Source: an optimization exercise on an open RTL-to-GDS flow (aim: small area). Production flows keep margins and buffers that such runs may drop.
Only simulation tests tie the RTL to the original design; equivalence was not proved.
Power and IR drop assume default switching activity.

==> flow/design.v <==
module motion_map_arbiter #(
  parameter int unsigned NTILES       = 256,
  parameter int unsigned AW           = 8,
  parameter logic        VS_POL       = 1'b1,
  parameter int unsigned ALARM_MIN    = 4,
  parameter int unsigned ALARM_FRAMES = 2
) (
  input  logic          pclk,
  input  logic          rst,
  input  logic          s_pVSync,
  input  logic          vec_we,
  input  logic [AW-1:0] vec_addr,
  input  logic          motion_detected,
  input  logic          r0_req,
  input  logic [AW-1:0] r0_addr,
  input  logic          r1_req,
  input  logic [AW-1:0] r1_addr,
  output logic          r0_gnt,
  output logic          r0_data,
  output logic          r1_gnt,
  output logic          r1_data,
  output logic [8:0]    active_tiles,
  output logic          frame_done,
  output logic          alarm
);
  localparam int unsigned CW = 9;
  logic [NTILES-1:0] wmap;
  logic [NTILES-1:0] dmap;
  logic [NTILES-1:0] wmap_n;
  logic              wz;
  logic              dv;
  logic              vs_q;
  logic [CW-1:0]     cnt;
  logic              prev_hi;
  logic              last_gnt;
  logic              dbit;
  logic              boundary_c;
  logic              old_bit_c;
  logic [CW-1:0]     cnt_eff_c;
  logic [CW-1:0]     cnt_next_c;
  logic              hi_c;
  logic              elig0_c;
  logic              elig1_c;
  logic              grant0_c;
  logic              grant1_c;
  logic [AW-1:0]     raddr_c;
  logic [NTILES-1:0] dmap_n;
  logic [15:0]       rset_c;
  logic [15:0]       rclr_c;
  logic [15:0]       cset_c;
  logic [15:0]       cclr_c;
  logic              wbit_c;
  logic              rbit_c;
  logic boundary_n_c;
  assign boundary_n_c = !boundary_c;
  for (genvar i = 0; i < NTILES; i++) begin : g_dld
    mm_ld u (.ld(boundary_c), .hold(boundary_n_c), .d(wmap_n[i]), .q(dmap[i]), .y(dmap_n[i]));
  end
  mm_rd256 u_wrd (.m(wmap), .a(vec_addr), .y(wbit_c));
  mm_rd256 u_drd (.m(dmap), .a(raddr_c),  .y(rbit_c));
  always_comb begin
    boundary_c = (s_pVSync == VS_POL) && (vs_q != VS_POL);
    for (int r = 0; r < 16; r++) begin
      rset_c[r] = vec_we && motion_detected && (vec_addr[7:4] == 4'(r));
      rclr_c[r] = (vec_we && !motion_detected && (vec_addr[7:4] == 4'(r))) || wz;
    end
    for (int c = 0; c < 16; c++) begin
      cset_c[c] = (vec_addr[3:0] == 4'(c));
      cclr_c[c] = (vec_addr[3:0] == 4'(c)) || wz;
    end
    for (int i = 0; i < NTILES; i++) begin
      wmap_n[i] = (rset_c[i/16] && cset_c[i%16]) ||
                  (wmap[i] && !(rclr_c[i/16] && cclr_c[i%16]));
    end
    old_bit_c  = wbit_c && !wz;
    cnt_eff_c  = wz ? '0 : cnt;
    cnt_next_c = cnt_eff_c;
    if (vec_we && !old_bit_c && motion_detected) begin
      cnt_next_c = cnt_eff_c + CW'(1);
    end else if (vec_we && old_bit_c && !motion_detected) begin
      cnt_next_c = cnt_eff_c - CW'(1);
    end
    hi_c     = 32'(cnt_next_c) >= ALARM_MIN;
    elig0_c  = r0_req && !r0_gnt;
    elig1_c  = r1_req && !r1_gnt;
    grant0_c = elig0_c && (!elig1_c || last_gnt);
    grant1_c = elig1_c && !grant0_c;
    raddr_c  = grant0_c ? r0_addr : r1_addr;
  end
  always_ff @(posedge pclk) begin
    wmap <= wmap_n;
    dmap <= dmap_n;
    cnt  <= cnt_next_c;
    dbit <= dv && rbit_c;
  end
  always_ff @(posedge pclk or posedge rst) begin
    if (rst) begin
      wz           <= 1'b1;
      dv           <= 1'b0;
      vs_q         <= VS_POL;
      prev_hi      <= 1'b0;
      active_tiles <= '0;
      frame_done   <= 1'b0;
      alarm        <= 1'b0;
      r0_gnt       <= 1'b0;
      r1_gnt       <= 1'b0;
      last_gnt     <= 1'b1;
    end else begin
      vs_q       <= s_pVSync;
      frame_done <= boundary_c;
      wz         <= boundary_c;
      if (boundary_c) begin
        dv           <= 1'b1;
        active_tiles <= cnt_next_c;
        prev_hi      <= hi_c;
        alarm        <= prev_hi && hi_c;
      end
      r0_gnt <= grant0_c;
      r1_gnt <= grant1_c;
      if (grant0_c)      last_gnt <= 1'b0;
      else if (grant1_c) last_gnt <= 1'b1;
    end
  end
  assign r0_data = r0_gnt && dbit;
  assign r1_data = r1_gnt && dbit;
endmodule
module mm_rd256 (
  input  logic [255:0] m,
  input  logic [7:0]   a,
  output logic         y
);
  logic [7:0]  s0;
  logic [7:0]  s1;
  logic [3:0]  s2;
  logic [31:0] l1;
  logic [3:0]  l2;
  always_comb begin
    for (int i = 0; i < 8; i++) begin
      s0[i] = (a[2:0] == 3'(i));
      s1[i] = (a[5:3] == 3'(i));
    end
    for (int i = 0; i < 4; i++) begin
      s2[i] = (a[7:6] == 2'(i));
    end
  end
  for (genvar i = 0; i < 32; i++) begin : g_l1
    mm_sel8 u (.a(m[i*8 +: 8]), .s(s0), .y(l1[i]));
  end
  for (genvar i = 0; i < 4; i++) begin : g_l2
    mm_sel8 u (.a(l1[i*8 +: 8]), .s(s1), .y(l2[i]));
  end
  mm_sel4 u_l3 (.a(l2), .s(s2), .y(y));
endmodule
module mm_sel8 (
  input  logic [7:0] a,
  input  logic [7:0] s,
  output logic       y
);
  logic [1:0] n;
  mm_aoi3 u0 (.a(a[2:0]), .s(s[2:0]), .yn(n[0]));
  mm_aoi3 u1 (.a(a[5:3]), .s(s[5:3]), .yn(n[1]));
  mm_fin2 u2 (.n(n), .a(a[7:6]), .s(s[7:6]), .y(y));
endmodule
module mm_aoi3 (
  input  logic [2:0] a,
  input  logic [2:0] s,
  output logic       yn
);
  assign yn = !((a[0] && s[0]) || (a[1] && s[1]) || (a[2] && s[2]));
endmodule
module mm_fin2 (
  input  logic [1:0] n,
  input  logic [1:0] a,
  input  logic [1:0] s,
  output logic       y
);
  assign y = !(n[0] && n[1] && !((a[0] && s[0]) || (a[1] && s[1])));
endmodule
module mm_sel4 (
  input  logic [3:0] a,
  input  logic [3:0] s,
  output logic       y
);
  assign y = |(a & s);
endmodule
module mm_ld (
  input  logic ld,
  input  logic hold,
  input  logic d,
  input  logic q,
  output logic y
);
  assign y = (ld && d) || (hold && q);
endmodule
==> flow/flow/run.sh <==
#!/bin/bash
# The standard layout (standard.sh, unchanged synthesis) with two changes:
#  - clock tree synthesis without dummy loads, with clkbuf_8 leaf clusters;
#  - port buffers use the smallest buffer cell instead of a delay cell.
set -euo pipefail
export CTS_ARGS="-sink_clustering_enable -repair_clock_nets -dont_use_dummy_load -buf_list sky130_fd_sc_hd__clkbuf_8 -sink_clustering_size 15 -sink_clustering_max_diameter 80"
export BUFFER_PORTS_ARGS="-buffer_cell sky130_fd_sc_hd__buf_1"
bash standard.sh > standard.log 2>&1
==> flow/standard.sh <==
#!/bin/bash
# synth_recipe.tcl (not shown) runs the flow's synth.tcl, then flattens the netlist and writes it again
# the make line also repeats each setting of config.mk as NAME=value (left out here)
make -C /OpenROAD-flow-scripts/flow DESIGN_CONFIG=/design/flow/config.mk WORK_HOME=/design/flow/orfs CLKGATE_MAP_FILE= SYNTH_SCRIPT=/design/flow/synth_recipe.tcl "${@:-finish}"
==> flow/config.mk <==
export PLATFORM = sky130hd
export DESIGN_NAME = motion_map_arbiter
export DESIGN_NICKNAME = motion_map_arbiter
export VERILOG_FILES = /design/flow/design.v
export SDC_FILE = /design/flow/constraint.sdc
export NUM_CORES = 4
export LEC_CHECK = 0
export CAP_MARGIN = 5
export CORE_MARGIN = 2
export CORE_UTILIZATION = 45
export GPL_TIMING_DRIVEN = 0
export PLACE_DENSITY = 0.7
export SLEW_MARGIN = 5
export SYNTH_HIERARCHICAL = 1
export SYNTH_MINIMUM_KEEP_SIZE = 0
==> flow/constraint.sdc <==
create_clock -name core_clock -period 8.0 [get_ports {pclk}]
set_input_delay 1.6000 -clock core_clock [delete_from_list [all_inputs] [get_ports {pclk}]]
set_output_delay 1.6000 -clock core_clock [all_outputs]
set_load 0.01 [all_outputs]
==> flow_summary.yaml, run 1 <==
power:
  power_mw: 4.56
  ir_drop_uv: 117
  p_leak_nw: 7.68
  power_density_mw_per_mm2: 208
global_route:
  grt_pass1_wl_um: 105000
  grt_usage_pct: 29.1
  grt_pass1_vias: 17600
  antenna_found_initial: 1
  grt_max_degree: 124
  overflow: 0
setup_path:
  cp.arrival_ns: 6.10
  crit_type: "in2reg"
  r2r_end: "dbit$_DFF_P_"
  slowest_delay_ns: 0.63
  r2r_cells: 11
  crit_required_ns: 8.59
  critical_path_buf_inv_count: 1
  reg2reg_slack_ns: 3.41
  crit_slowest_cell: "a222oi_1"
  crit_chain: "buf_1 > and3b_2 > a222oi_1 > nand3_1 > a222oi_1 > nand3_1 > a22oi_1 > nand2_1 > and2b_1 > or4_4 > nor2_1 > nor3_1 > or3b_1 > a21oi_1"
  start_kind: "input port"
  crit_path_start: "vec_addr[2]"
  critPathMaxFanout: 32
  cp-end-kind: "flop"
  cp_top_family: "simple AND/OR/NAND/NOR gates"
  r2r-start: "r0_gnt$_DFF_PP0_"
timing:
  worst_clock_skew_ns: 0.0518
  tns_ns: 0
  period_share_pct: 69.0
  fmax_mhz: 181
  maxSlewViolCount: 0
  rsz0062_at_grt: "no"
  worst_pin_slew_ns: 1.14
  maxSlewHeadroom_pct: 24.1
  fin_crit_ns: 5.52
  hold_violations: 0
  final-setup-viol-count: 0
drt:
  num_vias: 18400
  avgRoutedWirePerCell_um: 26.4
  vias_per_cell: 6.99
  wl_um: 69600
  drtAntennaViolNets: 0
  first_pass_iters: 12
  drt_iter0_markers: 3227
  drc_errors: 0
synthesis:
  synth_nets: 1963
  netlist_area_mm2: 0.0199
  synth_enable_flop_cells: 0
  async_reset_ff_share_pct: 3.33
  ys_types: 55
  synth_seq_cells: 540
  synth_seq_area_share_pct: 54.7
  avgSynthCellArea_um2: 10.3
  ys_warn_count: 8
  synthFlopType: "dfxtp_1"
  syn_inst: 1930
place:
  hpwlAfterDp_um: 45600
  place_area_mm2: 0.0213
  place.gp.congestion: 0.924
  dp_cells: 2598
  io_buffers: 45
cells_and_area:
  nets: 2082
  utilization_pct: 49.7
  area_growth_pct: 9.70
  stdcell_count: 2640
  final_common_cell: "dfxtp_1"
  final_area_mm2: 0.0219
  final_cell_mix: "dfxtp_1 (522), o21ai_0 (505), a22o_1 (256), a222oi_1 (144), nand3_1 (84)"
  layout-drive-gt1-share_pct: 6.25
clock_tree:
  cts_inserted_buffers: 41
  cts_resized: 0
  path_clk_slew_ns: 0.09
  cts_setup_buffers: 0
  ctsHtreeMaxLevel: 2
  clockBufferDepth: 3
  insertion_delay_ns: 0.66
  cts_tree: "done"
  cts_root_buf: "clkbuf_8"
  cts.sinks: 540
  cts_hold_buf: 0
status:
  status: "timing/DRC/antenna clean"
floorplan:
  die_w_um: 215
  core_area_mm2: 0.0440
  io_pins: 46
  die_area_mm2: 0.0460
  start_util_pct: 45.3
  num_rows: 77
  fp.dieH_um: 215
run:
  drv_cap: 0
worst_hold_path:
  hp-start: "dmap[251]$_DFF_P_"
  hp-class: "reg2reg"
  holdPathEnd: "dmap[251]$_DFF_P_"
  whs_path_depth: 1
## per-module statistics from Yosys (local to each module, per instance), a selection
| module | cells inside | flops+latches |
|---|---|---|
| motion_map_arbiter | 1340 | 540 |
| mm_fin2 | 2 | 0 |
| mm_sel4 | 3 | 0 |
| mm_aoi3 | 1 | 0 |
| mm_ld | 1 | 0 |
| mm_rd256 | 20 | 0 |
## worst max path at each step
stage                                             end  depth (start not counted)
after global routing              prev_hi$_DFFE_PP0P_                         14
after global placement    active_tiles[5]$_DFFE_PP0P_                          4
after detailed placement          prev_hi$_DFFE_PP0P_                         14
after floorplan           active_tiles[5]$_DFFE_PP0P_                          3
after CTS                         prev_hi$_DFFE_PP0P_                         14
final                             prev_hi$_DFFE_PP0P_                         14
## final cells by class
class	instances	area (µm²)
Buffer	81	324
Tap cell	592	741
Inverter	5	18.8
Multi-Input combinational cell	1304	8750
Clock buffer	41	564
Sequential cell	540	10900
Fill cell	4019	22200
Antenna cell	1	2.50
Timing Repair Buffer	76	571
## synthesized netlist by cell type, types with 2 or more instances
cell | instances | area, µm²
dfxtp_1 | 522 | 10500
dfstp_2 | 3 | 78.8
nand2b_1 | 11 | 68.8
o21ai_0 | 505 | 2530
and3b_2 | 13 | 130
nor3b_1 | 13 | 97.6
and3_1 | 3 | 18.8
ha_1 | 2 | 25.0
a222oi_1 | 144 | 1440
nor2b_1 | 15 | 93.8
buf_2 | 5 | 25.0
nand4_1 | 5 | 31.3
a21o_1 | 2 | 15.0
a22oi_1 | 76 | 571
nand2_1 | 51 | 191
dfrtp_1 | 15 | 375
mux2_2 | 9 | 101
clkbuf_1 | 76 | 285
o21ai_1 | 11 | 55.1
and2b_1 | 2 | 15.0
a22o_1 | 256 | 2240
a31oi_1 | 11 | 68.8
a21oi_1 | 25 | 125
nor3_1 | 9 | 45.0
nor2_1 | 17 | 63.8
inv_1 | 5 | 18.8
and2_1 | 10 | 62.6
nand3_1 | 84 | 420
and3_2 | 4 | 30.0
## kinds of logic after synthesis
logic type | Yosys count | synth area share (%)
DFF | 540 | 54.7
buffers and inverters | 86 | 1.65
AOI/OAI and AO/OA | 1042 | 35.9
xor gates and xnor gates | 2 | 0.182
adders and majority gates | 2 | 0.125
and+or+nand+nor | 248 | 6.95
muxes | 10 | 0.558
## sequential cells by signal, indices dropped and copies added (netlist names), 9 cells and up
register / count
active_tiles: 9
cnt: 9
wmap: 256
dmap: 256
## metrics by stage
step	hold slack [ns]	setup slack, ns
6_report	0.480	2.48
5_1_grt	0.491	2.39
4_1_cts	0.481	2.63
3_5_place_dp	0.452	1.94
3_3_place_gp	0.446	-3.19
2_1_floorplan	0.426	0.243
## routing by layer
metal | part of all wire, % | global-route usage, % | routed length, µm | up-vias
met1 | 39 | 37.9 | 27200 | 8909
met5 | 0 | 0 | 0 | -
met3 | 11 | 5.94 | 7840 | 299
met4 | 5.3 | 14.3 | 3670 | 0
met2 | 44 | 46.1 | 30900 | 1246
li1 | - | - | - | 7991
## power by group
group / internal [mW] / total [mW] / switching, mW
clock network: 0.462 / 1.32 / 0.858
logic: 0.112 / 0.453 / 0.341
registers: 2.75 / 2.78 / 0.0335
==> inputs of run 2 (changes only) <==
--- a/flow/flow/run.sh
+++ b/flow/flow/run.sh
@@ -5,3 +5,3 @@
 set -euo pipefail
-export CTS_ARGS="-sink_clustering_enable -repair_clock_nets -dont_use_dummy_load -buf_list sky130_fd_sc_hd__clkbuf_8 -sink_clustering_size 15 -sink_clustering_max_diameter 80"
+export CTS_ARGS="-sink_clustering_enable -repair_clock_nets -dont_use_dummy_load -buf_list sky130_fd_sc_hd__clkbuf_8 -sink_clustering_size 18 -sink_clustering_max_diameter 80"
 export BUFFER_PORTS_ARGS="-buffer_cell sky130_fd_sc_hd__buf_1"
--- a/flow/config.mk
+++ b/flow/config.mk
@@ -10,3 +10,2 @@
 export CORE_UTILIZATION = 45
-export GPL_TIMING_DRIVEN = 0
 export PLACE_DENSITY = 0.7
==> run 2 against run 1 <==
  * Still clean on timing, DRC and antenna
  * Clock skew rose by 0.015 ns
  * Non-clock buffer count shrank 79
  * Flip-flop and latch count stayed put
  * Global-route usage grew 1.7 points
  * Via count shrank 0.40%
  * Sequential share of layout area rose by 1.1 points
  * Register-to-register slack improved by 0.35 ns
  * Wire length rose by 5.9%
  * Sequential power about the same
  * Setup slack lost 0.28 ns
==> flow_summary.yaml, run 2 <==
global_route:
  grt_usage_pct: 30.8
  grtUsageMet2_pct: 46.6
  overflow: 0
  grt_max_degree: 185
  antenna_found_initial: 3
  gr-usage-met3_pct: 6.27
  grt_pass1_wl_um: 109000
  grt_pass1_vias: 17500
  busiest_layer: "met2"
  met1_usage_pct: 40.4
floorplan:
  die_area_mm2: 0.0460
  die_w_um: 215
  core_area_mm2: 0.0440
  fp.dieH_um: 215
  io_pins: 46
  num_rows: 77
  start_util_pct: 45.3
clock_tree:
  cts_resized: 0
  cts_tree: "done"
  ctsHtreeMaxLevel: 2
  insertion_delay_ns: 0.60
  clockBufferDepth: 3
  cts_inserted_buffers: 36
  cts_setup_buffers: 0
  path_clk_slew_ns: 0.10
  cts_hold_buf: 0
  cts.sinks: 540
  cts_root_buf: "clkbuf_8"
synthesis:
  syn_inst: 1930
  async_reset_ff_share_pct: 3.33
  yosysMostFrequentCell: "dfxtp_1"
  synth_seq_area_share_pct: 54.7
  synth_nets: 1963
  synthFlopType: "dfxtp_1"
  ys_types: 55
  avgSynthCellArea_um2: 10.3
  ys_top_cells_by_count: "dfxtp_1 (522), o21ai_0 (505), a22o_1 (256), a222oi_1 (144), nand3_1 (84)"
  ys_warn_count: 8
  yosys-top-cells-area: "dfxtp_1 (52%), o21ai_0 (13%), a22o_1 (11%), a222oi_1 (7.2%), a22oi_1 (2.9%)"
  synth_enable_flop_cells: 0
  synth_top_area_share_pct: 52.4
  netlist_area_mm2: 0.0199
  synth_seq_cells: 540
  yosysTopAreaCell: "dfxtp_1"
place:
  place_area_mm2: 0.0209
  hpwlAfterDp_um: 43700
  place.gp.congestion: 0.958
  io_buffers: 45
  dp_cells: 2519
timing:
  period_share_pct: 72.4
  tns_ns: 0
  fmax_mhz: 173
  final-setup-viol-count: 0
  maxSlewHeadroom_pct: 4.99
  worst_clock_skew_ns: 0.0673
  rsz0062_at_grt: "no"
  worst_pin_slew_ns: 1.43
  fin_crit_ns: 5.79
  maxSlewViolCount: 0
  hold_violations: 0
drt:
  drt_iter0_markers: 3511
  drtAntennaViolNets: 0
  wl_um: 73700
  avgRoutedWirePerCell_um: 28.8
  num_vias: 18400
  vias_per_cell: 7.18
  drc_errors: 0
  first_pass_iters: 10
run:
  drv_cap: 0
setup_path:
  crit_slowest_cell: "a222oi_1"
  reg2reg_slack_ns: 3.76
  crit_path_start: "vec_addr[2]"
  crit_chain: "buf_1 > and3b_2 > a222oi_1 > nand3_1 > a222oi_1 > nand3_1 > a22oi_1 > nand2_1 > and2b_1 > or4_4 > nor2_1 > nor3_1 > or3b_1 > a21oi_1"
  critical_path_buf_inv_count: 1
  r2r_cells: 12
  crit_type: "in2reg"
  cp-end-kind: "flop"
  cp_top_family: "simple AND/OR/NAND/NOR gates"
  crit_required_ns: 8.53
  r2r-start: "last_gnt$_DFFE_PP1P_"
  slowest_delay_ns: 0.69
  start_kind: "input port"
  r2r_end: "dbit$_DFF_P_"
  crit_cells: 14
  cp.arrival_ns: 6.32
  critPathMaxFanout: 32
status:
  status: "timing/DRC/antenna clean"
worst_hold_path:
  hp-class: "reg2reg"
  holdPathEnd: "dmap[177]$_DFF_P_"
  hp-start: "dmap[177]$_DFF_P_"
  whs_path_depth: 1
power:
  power_density_mw_per_mm2: 209
  p_leak_nw: 7.48
  ir_drop_uv: 90.6
cells_and_area:
  layout-drive-gt1-share_pct: 6.72
  reg_top3: "dmap x256, wmap x256"
  nets: 1998
  final_common_cell: "dfxtp_1"
  final_area_mm2: 0.0214
  fillers: 4022
  area_growth_pct: 7.43
  multi_input_area_mm2: 0.00882
  seq_area_mm2: 0.0109
  stdcell_count: 2558
  final_cell_mix: "dfxtp_1 (522), o21ai_0 (505), a22o_1 (256), a222oi_1 (144), nand3_1 (84)"
==> run 2: cell counts after synthesis <==
No cell type changed its count.
==> run 2: cell families after synthesis <==
logic type | Yosys count | share of synthesized area [%]
AOI/OAI and AO/OA | 1042 | 35.9
xor gates and xnor gates | 2 | 0.182
adders and majority gates | 2 | 0.125
buffers and inverters | 86 | 1.65
DFF | 540 | 54.7
muxes | 10 | 0.558
and+or+nand+nor | 248 | 6.95
==> run 2: where the power goes <==
part	switching (mW)	leakage, nW	total, mW	internal (mW)
clock	0.834	0.259	1.24	0.409
combinational	0.352	2.79	0.449	0.0968
sequential	0.0349	4.44	2.79	2.75
==> run 2: per-stage QoR <==
| stage | utilization [%] | hold slack (ns) | setup WS (ns) | power (mW) |
|---|---|---|---|---|
| final | 48.7 | 0.472 | 2.21 | 4.48 |
| after global placement | 47.5 | 0.449 | 2.02 | 3.26 |
| after CTS | 48.6 | 0.470 | 2.43 | 4.46 |
| after floorplan | - | 0.426 | 0.243 | 3.06 |
| after detailed placement | 47.5 | 0.450 | 1.82 | 3.27 |
| after global routing | 48.7 | 0.492 | 2.17 | 4.60 |
==> run 2: worst register-to-register path: stages (launching register included) <==
cell and delay, ns:
dfstp_2 0.54, nor2_1 0.05, nor2_1 0.08, buf_4 0.24
mux2_2 0.44, and3b_2 0.66, a222oi_1 0.51, nand3_1 0.22
a222oi_1 0.63, nand3_1 0.20, a22oi_1 0.20, nand2_1 0.18
and2_1 0.19
==> run 2: how the worst max path moves through the flow <==
stage                                             end  slack [ns]
final                               alarm$_DFFE_PP0P_        2.21
after global routing                alarm$_DFFE_PP0P_        2.17
after CTS                           alarm$_DFFE_PP0P_        2.43
after detailed placement            alarm$_DFFE_PP0P_        1.82
after global placement    active_tiles[8]$_DFFE_PP0P_        2.02
after floorplan           active_tiles[5]$_DFFE_PP0P_        0.24
==> run 2: Yosys stat by module, one instance, submodules excluded, a selection <==
| module | copies in the design | flops+latches | cells |
|---|---|---|---|
| motion_map_arbiter | 1 | 540 | 1340 |
| mm_rd256 | 2 | 0 | 20 |
| mm_sel4 | 2 | 0 | 3 |
| mm_fin2 | 72 | 0 | 2 |
| mm_aoi3 | 144 | 0 | 1 |
| mm_ld | 256 | 0 | 1 |
==> run 2: metal layers <==
metal  part of all wire, %  vias to the layer above
met5                 0.060                        -
met4                   6.5                        6
met3                    12                      341
met2                    43                     1403
met1                    38                     8807
li1                      -                     7815
==> run 2: layout make-up <==
| type | count | area share [%] |
|---|---|---|
| flip-flops and latches | 540 | 50.9 |
| multi-input cells | 1304 | 41.2 |
| well taps | 592 | 3.46 |
| clock buffers | 36 | 2.31 |
| repair buffers | 78 | 2.00 |
| inverters | 5 | 0.123 |
| diodes | 3 | 0.0350 |

separate check: timing with driven ports:
The flow's constraints put no driver on any port. The routed layouts listed below were extracted and timed again, unchanged, in two steps. Step 1: set_driving_cell puts a clkbuf_16 on pclk and a buf_2 on each other input, an assumption about the parent block. Step 2 times the ports against the registers' clock, not the clock port: input delays grow and output delays shrink by t, the midpoint of the rising clock arrivals with the driver on. Three values: ideal ports, drivers, drivers and shift; two values: the first two.
| run | shift t [ns] | slack for setup (ns) | worst data-port slew with drivers (ns) | pins driven straight from the clock port |
|---|---|---|---|---|
| run 1 | 0.688 | 2.483 / 2.512 / 1.824 | 0.06 | 1 |
| run 2 | 0.627 | 2.205 / 2.211 / 1.584 | 0.10 | 1 |
After both steps setup and hold are still met in every run listed. For run 1, which loses most, drivers alone change the setup slack by +0.029 ns; drivers and shift together by -0.659 ns.
